What follows belongs to an exercise in optimizing a design on an open flow for small area, a short achievable clock period and few clock cycles; a production flow would make more cautious choices. The RTL was checked by simulation tests, not by an equivalence proof against the original design.

==> inputs of job 9386 <==
## execute_md
module execute_md #(
    parameter int N = 64
) (
    input  logic         clk,
    input  logic         reset,
    input  logic         valid_E,
    input  logic         flush_E,
    input  logic [1:0]   AluSrc,
    input  logic [3:0]   AluControl,
    input  logic [1:0]   MdOp,
    input  logic [N-1:0] PC_E,
    input  logic [N-1:0] signImm_E,
    input  logic [N-1:0] readData1_E,
    input  logic [N-1:0] readData2_E,
    input  logic [N-1:0] readData3_E,
    output logic [N-1:0] PCBranch_E,
    output logic [N-1:0] aluResult_E,
    output logic [N-1:0] writeData_E,
    output logic         zero_E,
    output logic         stall_E
);
    logic [N-1:0] src_b, yb, sum, logic_y, alu_y, md_res;
    logic         md_busy, md_done, md_quick, md_zero, sub, addsub, zero_as, zero_alu, md_sel;
    always_comb begin
        src_b  = (AluSrc == execute_pkg::SRC_REG) ? readData2_E : (AluSrc == execute_pkg::SRC_IMM) ? signImm_E : readData3_E;
        sub    = (AluControl == execute_pkg::ALU_SUB);
        addsub = sub || (AluControl == execute_pkg::ALU_ADD);
        yb     = src_b ^ {N{sub}};
        sum    = readData1_E + yb + N'(sub);
        case (AluControl)
            execute_pkg::ALU_AND:  logic_y = readData1_E & src_b;
            execute_pkg::ALU_ORR:  logic_y = readData1_E | src_b;
            execute_pkg::ALU_PASS: logic_y = src_b;
            execute_pkg::ALU_NOR:  logic_y = ~(readData1_E | src_b);
            default:  logic_y = '0;
        endcase
        alu_y = addsub ? sum : logic_y;
        zero_as  = ((readData1_E ^ yb) == {readData1_E[N-2:0] | yb[N-2:0], sub});
        zero_alu = addsub ? zero_as : (logic_y == '0);
    end
    assign PCBranch_E  = PC_E + (signImm_E << 2);
    assign writeData_E = readData2_E;
  ...
Settings: LEC_CHECK=0, CAP_MARGIN=20, CORE_MARGIN=2, CORE_UTILIZATION=40, SETUP_SLACK_MARGIN=2.5, SLEW_MARGIN=20; clock period 12.0 ns.
standard.sh (not shown) runs the stock make flow with config.mk's settings and CLKGATE_MAP_FILE= SYNTH_SCRIPT=/design/flow/synth_recipe.tcl, a recipe that flattens the netlist after the stock synthesis.
==> flow/flow/run.sh <==
#!/bin/bash
set -euo pipefail
export BUFFER_PORTS_ARGS="-buffer_cell sky130_fd_sc_hd__buf_2"
bash standard.sh > standard_flow.log 2>&1
==> job 424 (differences from job 9386) <==
==> flow/design.v (replaced) <==
package execute_pkg;
    typedef enum logic [1:0] {
        MD_NONE = 2'b00,
        MD_MUL  = 2'b01,
        MD_UDIV = 2'b10,
        MD_SDIV = 2'b11
    } md_op_t;
    typedef enum logic [1:0] {
        IDLE,
        RUN,
        FIX,
        DONE
    } md_state_t;
    localparam logic [1:0] SRC_REG = 2'b00;
    localparam logic [1:0] SRC_IMM = 2'b01;
    localparam logic [3:0] ALU_AND  = 4'b0000;
    localparam logic [3:0] ALU_ORR  = 4'b0001;
    localparam logic [3:0] ALU_ADD  = 4'b0010;
    localparam logic [3:0] ALU_SUB  = 4'b0110;
    localparam logic [3:0] ALU_PASS = 4'b0111;
    localparam logic [3:0] ALU_NOR  = 4'b1100;
endpackage
module md_iter #(
    parameter int N = 64
) (
    input  logic         clk,
    input  logic         reset,
    input  logic         start,
    input  execute_pkg::md_op_t op,
    input  logic [N-1:0] a,
    input  logic [N-1:0] b,
    input  logic         flush,
    output logic         busy,
    output logic         done,
    output logic         zero,
    output logic [N-1:0] result
);
    localparam int W = N + 3;    
    execute_pkg::md_state_t state;
    logic [N-1:0] R;             
    logic [N-1:0] Q;             
    logic [W-1:0] D;             
    logic [6:0]   j;             
    logic         bneg;          
    logic         use_r;         
    logic idle, is_mul, sdiv, qneg;
    assign idle   = (state == execute_pkg::IDLE);
    assign is_mul = (op == execute_pkg::MD_MUL);
    assign sdiv   = (op == execute_pkg::MD_SDIV);
    assign qneg   = sdiv && (a[N-1] ^ b[N-1]);
    logic [N-1:0] a_x, b_x;
    logic [6:0]   la, lb;
    logic [7:0]   jtop;
    logic         div_none, b_neg_in;
    logic [W-1:0] bsx;
    always_comb begin
        b_neg_in = sdiv && b[N-1];
        a_x = (sdiv && a[N-1]) ? ~a : a;    
        b_x = b_neg_in ? ~b : b;            
        la = '0;
        lb = '0;
        for (int i = 0; i < N; i++) begin
            if (a_x[i]) la = 7'(i + 1);
            if (b_x[i]) lb = 7'(i + 1);
        end
        if (sdiv && a[N-1]) la = la + 7'd1;    
        jtop     = {1'b0, la} - {1'b0, lb};
        div_none = (b == '0) || jtop[7];
        bsx      = b_neg_in ? {{(W-N){1'b1}}, b} : {{(W-N){1'b0}}, b};
    end
    logic [8:0]   win;           
    logic [N-1:0] m, pp [4], s1, c1, s2, c2, s3, c3;
    logic [3:0]   neg;
    logic         mul_last;      
    logic [W-1:0] dsh;
    always_comb begin
        win = idle ? {b[7:0], 1'b0} : D[8:0];
        m   = idle ? a : Q;
        for (int i = 0; i < 4; i++) begin
            logic b2, b1, b0, one, two;
            logic [N-1:0] y;
            b0  = win[2*i];
            b1  = win[2*i+1];
            b2  = win[2*i+2];
            one = b1 ^ b0;
            two = (b2 & ~b1 & ~b0) | (~b2 & b1 & b0);
            y   = one ? m : two ? (m << 1) : '0;
            pp[i]  = (b2 ? ~(y << (2 * i)) : (y << (2 * i)));
            neg[i] = b2;
        end
        s1 = (idle ? '0 : R) ^ pp[0] ^ pp[1];
        c1 = {(((idle ? '0 : R) & pp[0]) | ((idle ? '0 : R) & pp[1]) | (pp[0] & pp[1])), neg[0]};
        s2 = s1 ^ c1 ^ pp[2];
        c2 = {((s1 & c1) | (s1 & pp[2]) | (c1 & pp[2])), neg[1]};
        s3 = s2 ^ c2 ^ pp[3];
        c3 = {((s2 & c2) | (s2 & pp[3]) | (c2 & pp[3])), neg[2]};
        dsh      = idle ? {{(W-N-1){b[N-1]}}, b, 1'b0} : D;
        mul_last = (dsh[W-1:8] == '0) || (dsh[W-1:8] == '1);
    end
    logic [W-1:0] d0, sum1, x, y, sum2;
    logic         cin, q1, q0;
    logic [N-1:0] r1, r0;
    always_comb begin
        sum1 = {{(W-N){1'b0}}, R} + (bneg ? D : ~D) + W'(!bneg);
        q1   = ~sum1[W-1];
        r1   = q1 ? sum1[N-1:0] : R;
        d0 = {D[W-1], D[W-1:1]};
        if (is_mul) begin
            x = {{(W-N){1'b0}}, s3}; y = {{(W-N){1'b0}}, c3}; cin = neg[3];
        end else if (idle) begin                          
            x = '0; y = ~{{(W-N){1'b0}}, a}; cin = 1'b1;
        end else if (state == execute_pkg::FIX) begin    
            x = '0; y = ~{{(W-N){1'b0}}, Q}; cin = 1'b1;
        end else begin                                   
            x = {{(W-N){1'b0}}, r1}; y = bneg ? d0 : ~d0; cin = ~bneg;
        end
        sum2 = x + y + W'(cin);
        q0   = ~sum2[W-1];
        r0   = q0 ? sum2[N-1:0] : r1;
    end
    assign busy   = reset && !flush &&
                    ((idle && start) || state == execute_pkg::RUN || state == execute_pkg::FIX);
    assign done   = (state == execute_pkg::DONE);
    assign result = use_r ? R : Q;
    assign zero   = use_r ? (R == '0) : (Q == '0);
    always_ff @(posedge clk or negedge reset) begin
        if (!reset) begin
            state <= execute_pkg::IDLE;
        end else if (flush) begin
            state <= execute_pkg::IDLE;
        end else begin
            case (state)
                execute_pkg::IDLE:
                    if (start) state <= (is_mul ? !mul_last : !div_none) ? execute_pkg::RUN : execute_pkg::DONE;
                execute_pkg::RUN:
                    if (is_mul ? mul_last : (j == 7'd1))
                        state <= (!is_mul && qneg) ? execute_pkg::FIX : execute_pkg::DONE;
                execute_pkg::FIX: state <= execute_pkg::DONE;
                default: state <= execute_pkg::IDLE;
            endcase
        end
    end
    always_ff @(posedge clk) begin
        case (state)
            execute_pkg::IDLE: begin
                use_r <= is_mul;
                bneg  <= b_neg_in;
                j     <= jtop[6:0] | 7'd1;
                if (is_mul) begin
                    R <= sum2[N-1:0];
                    Q <= a << 8;
                    D <= {{8{dsh[W-1]}}, dsh[W-1:8]};
                end else begin
                    R <= (sdiv && a[N-1]) ? sum2[N-1:0] : a;
                    Q <= '0;
                    D <= bsx << (jtop[6:0] | 7'd1);
                end
            end
            execute_pkg::RUN: begin
                if (is_mul) begin
                    R <= sum2[N-1:0];
                    Q <= Q << 8;
                    D <= {{8{D[W-1]}}, D[W-1:8]};
                end else begin
                    R <= r0;
                    Q <= {Q[N-3:0], q1, q0};
                    D <= {{2{D[W-1]}}, D[W-1:2]};
                    j <= j - 7'd2;
                end
            end
            execute_pkg::FIX: begin
                R     <= sum2[N-1:0];
                use_r <= 1'b1;
            end
            default: ;
        endcase
    end
endmodule
module execute_md #(
    parameter int N = 64
) (
    input  logic         clk,
    input  logic         reset,
    input  logic         valid_E,
    input  logic         flush_E,
    input  logic [1:0]   AluSrc,
    input  logic [3:0]   AluControl,
    input  logic [1:0]   MdOp,
    input  logic [N-1:0] PC_E,
    input  logic [N-1:0] signImm_E,
    input  logic [N-1:0] readData1_E,
    input  logic [N-1:0] readData2_E,
    input  logic [N-1:0] readData3_E,
    output logic [N-1:0] PCBranch_E,
    output logic [N-1:0] aluResult_E,
    output logic [N-1:0] writeData_E,
    output logic         zero_E,
    output logic         stall_E
);
    logic [N-1:0] src_b, yb, sum, logic_y, alu_y, md_res;
    logic         md_busy, md_done, md_zero, sub, addsub, zero_as, zero_alu;
    always_comb begin
        src_b  = (AluSrc == execute_pkg::SRC_REG) ? readData2_E : (AluSrc == execute_pkg::SRC_IMM) ? signImm_E : readData3_E;
        sub    = (AluControl == execute_pkg::ALU_SUB);
        addsub = sub || (AluControl == execute_pkg::ALU_ADD);
        yb     = src_b ^ {N{sub}};
        sum    = readData1_E + yb + N'(sub);
        case (AluControl)
            execute_pkg::ALU_AND:  logic_y = readData1_E & src_b;
            execute_pkg::ALU_ORR:  logic_y = readData1_E | src_b;
            execute_pkg::ALU_PASS: logic_y = src_b;
            execute_pkg::ALU_NOR:  logic_y = ~(readData1_E | src_b);
            default:  logic_y = '0;
        endcase
        alu_y = addsub ? sum : logic_y;
        zero_as  = ((readData1_E ^ yb) == {readData1_E[N-2:0] | yb[N-2:0], sub});
        zero_alu = addsub ? zero_as : (logic_y == '0);
    end
    assign PCBranch_E  = PC_E + (signImm_E << 2);
    assign writeData_E = readData2_E;
    assign aluResult_E = md_done ? md_res : alu_y;
    assign zero_E      = md_done ? md_zero : zero_alu;
    assign stall_E     = md_busy;
    md_iter #(.N(N)) u_md (
        .clk    (clk),
        .reset  (reset),
        .start  (valid_E && MdOp != execute_pkg::MD_NONE),
        .op     (execute_pkg::md_op_t'(MdOp)),
        .a      (readData1_E),
        .b      (readData2_E),
        .flush  (flush_E),
        .busy   (md_busy),
        .done   (md_done),
        .zero   (md_zero),
        .result (md_res)
    );
endmodule
==> flow/run.sh (new file) <==
#!/bin/bash
# synth_recipe.tcl (not shown) runs the flow's synth.tcl, then flattens the netlist and writes it again
# the make line also repeats each setting of config.mk as NAME=value (left out here)
make -C /OpenROAD-flow-scripts/flow DESIGN_CONFIG=/design/flow/config.mk WORK_HOME=/design/flow/orfs CLKGATE_MAP_FILE= SYNTH_SCRIPT=/design/flow/synth_recipe.tcl finish
removed: flow/flow/run.sh
removed: flow/standard.sh
==> qor summary <==
| metric | job 424 | job 9386 |
|---|---|---|
| Run status | timing/DRC/antenna clean | timing/DRC/antenna clean |
| Crit-path max cell delay | 630 ps | 610 ps |
| GRT met1 Usage | 0.5703 | 0.6045 |
| First-pass GRT wire length | 477300 um | 511200 um |
| Net count of the finished layout | 9326 | 9345 |
| Adder-cell share of the synthesized area | 0.1661 | 0.1553 |
| Fraction of layout cells with a size suffix above 1 | 0.1045 | 0.1309 |
| Insertion delay of the later-clocked pin in the worst-skew pair | 590 ps | 580 ps |
| Tap cells | 1917 | 1794 |
| Vias in the first global route | 64464 | 66929 |
| Fill cell total of the finished layout | 14820 | 14629 |
| Xor and xnor fraction of the mapped netlist area | 0.07614 | 0.08040 |
| Seq/Total Area, Yosys | 0.1051 | 0.07432 |
| Initial antenna violation count | 36 | 59 |
| Metal3 WL | 42030 um | 48490 um |
| Endpoint of the worst-slack reg-to-reg timing path | u_md.R[63] | u_md.R[2] |
Testbench counts of job 9386, summed over its fixed seeds: cycles 11,895.
Testbench counts of job 424, summed over its fixed seeds: cycles 12,772.

[port drivers added, routing unchanged]
The flow's constraints put no driver on any port. The routed layouts listed below were extracted and timed again, unchanged, in two steps. Step 1 (the two cells are an assumption about what drives the block):
set clk [get_ports {clk}]
set_driving_cell -lib_cell sky130_fd_sc_hd__clkbuf_16 $clk
set_driving_cell -lib_cell sky130_fd_sc_hd__buf_2 [delete_from_list [all_inputs] $clk]
Step 2 also shifts input and output timing later by t, the mid clock arrival at the registers, as if the neighbouring blocks saw the same clock. Three values: ideal, step 1, step 2; two values: the first two.
run	t (ns)	setup WS [ns]	worst hold slack (ns)
job 9386	0.641	2.142 / 1.939 / 1.939	0.473 / 0.473 / 0.473
job 424	0.640	2.449 / 2.428 / 1.869	0.625 / 0.625 / 0.625
After both steps every run listed still meets setup and hold. For job 424, which loses most, drivers alone change the setup slack by -0.021 ns; drivers and shift together by -0.580 ns.
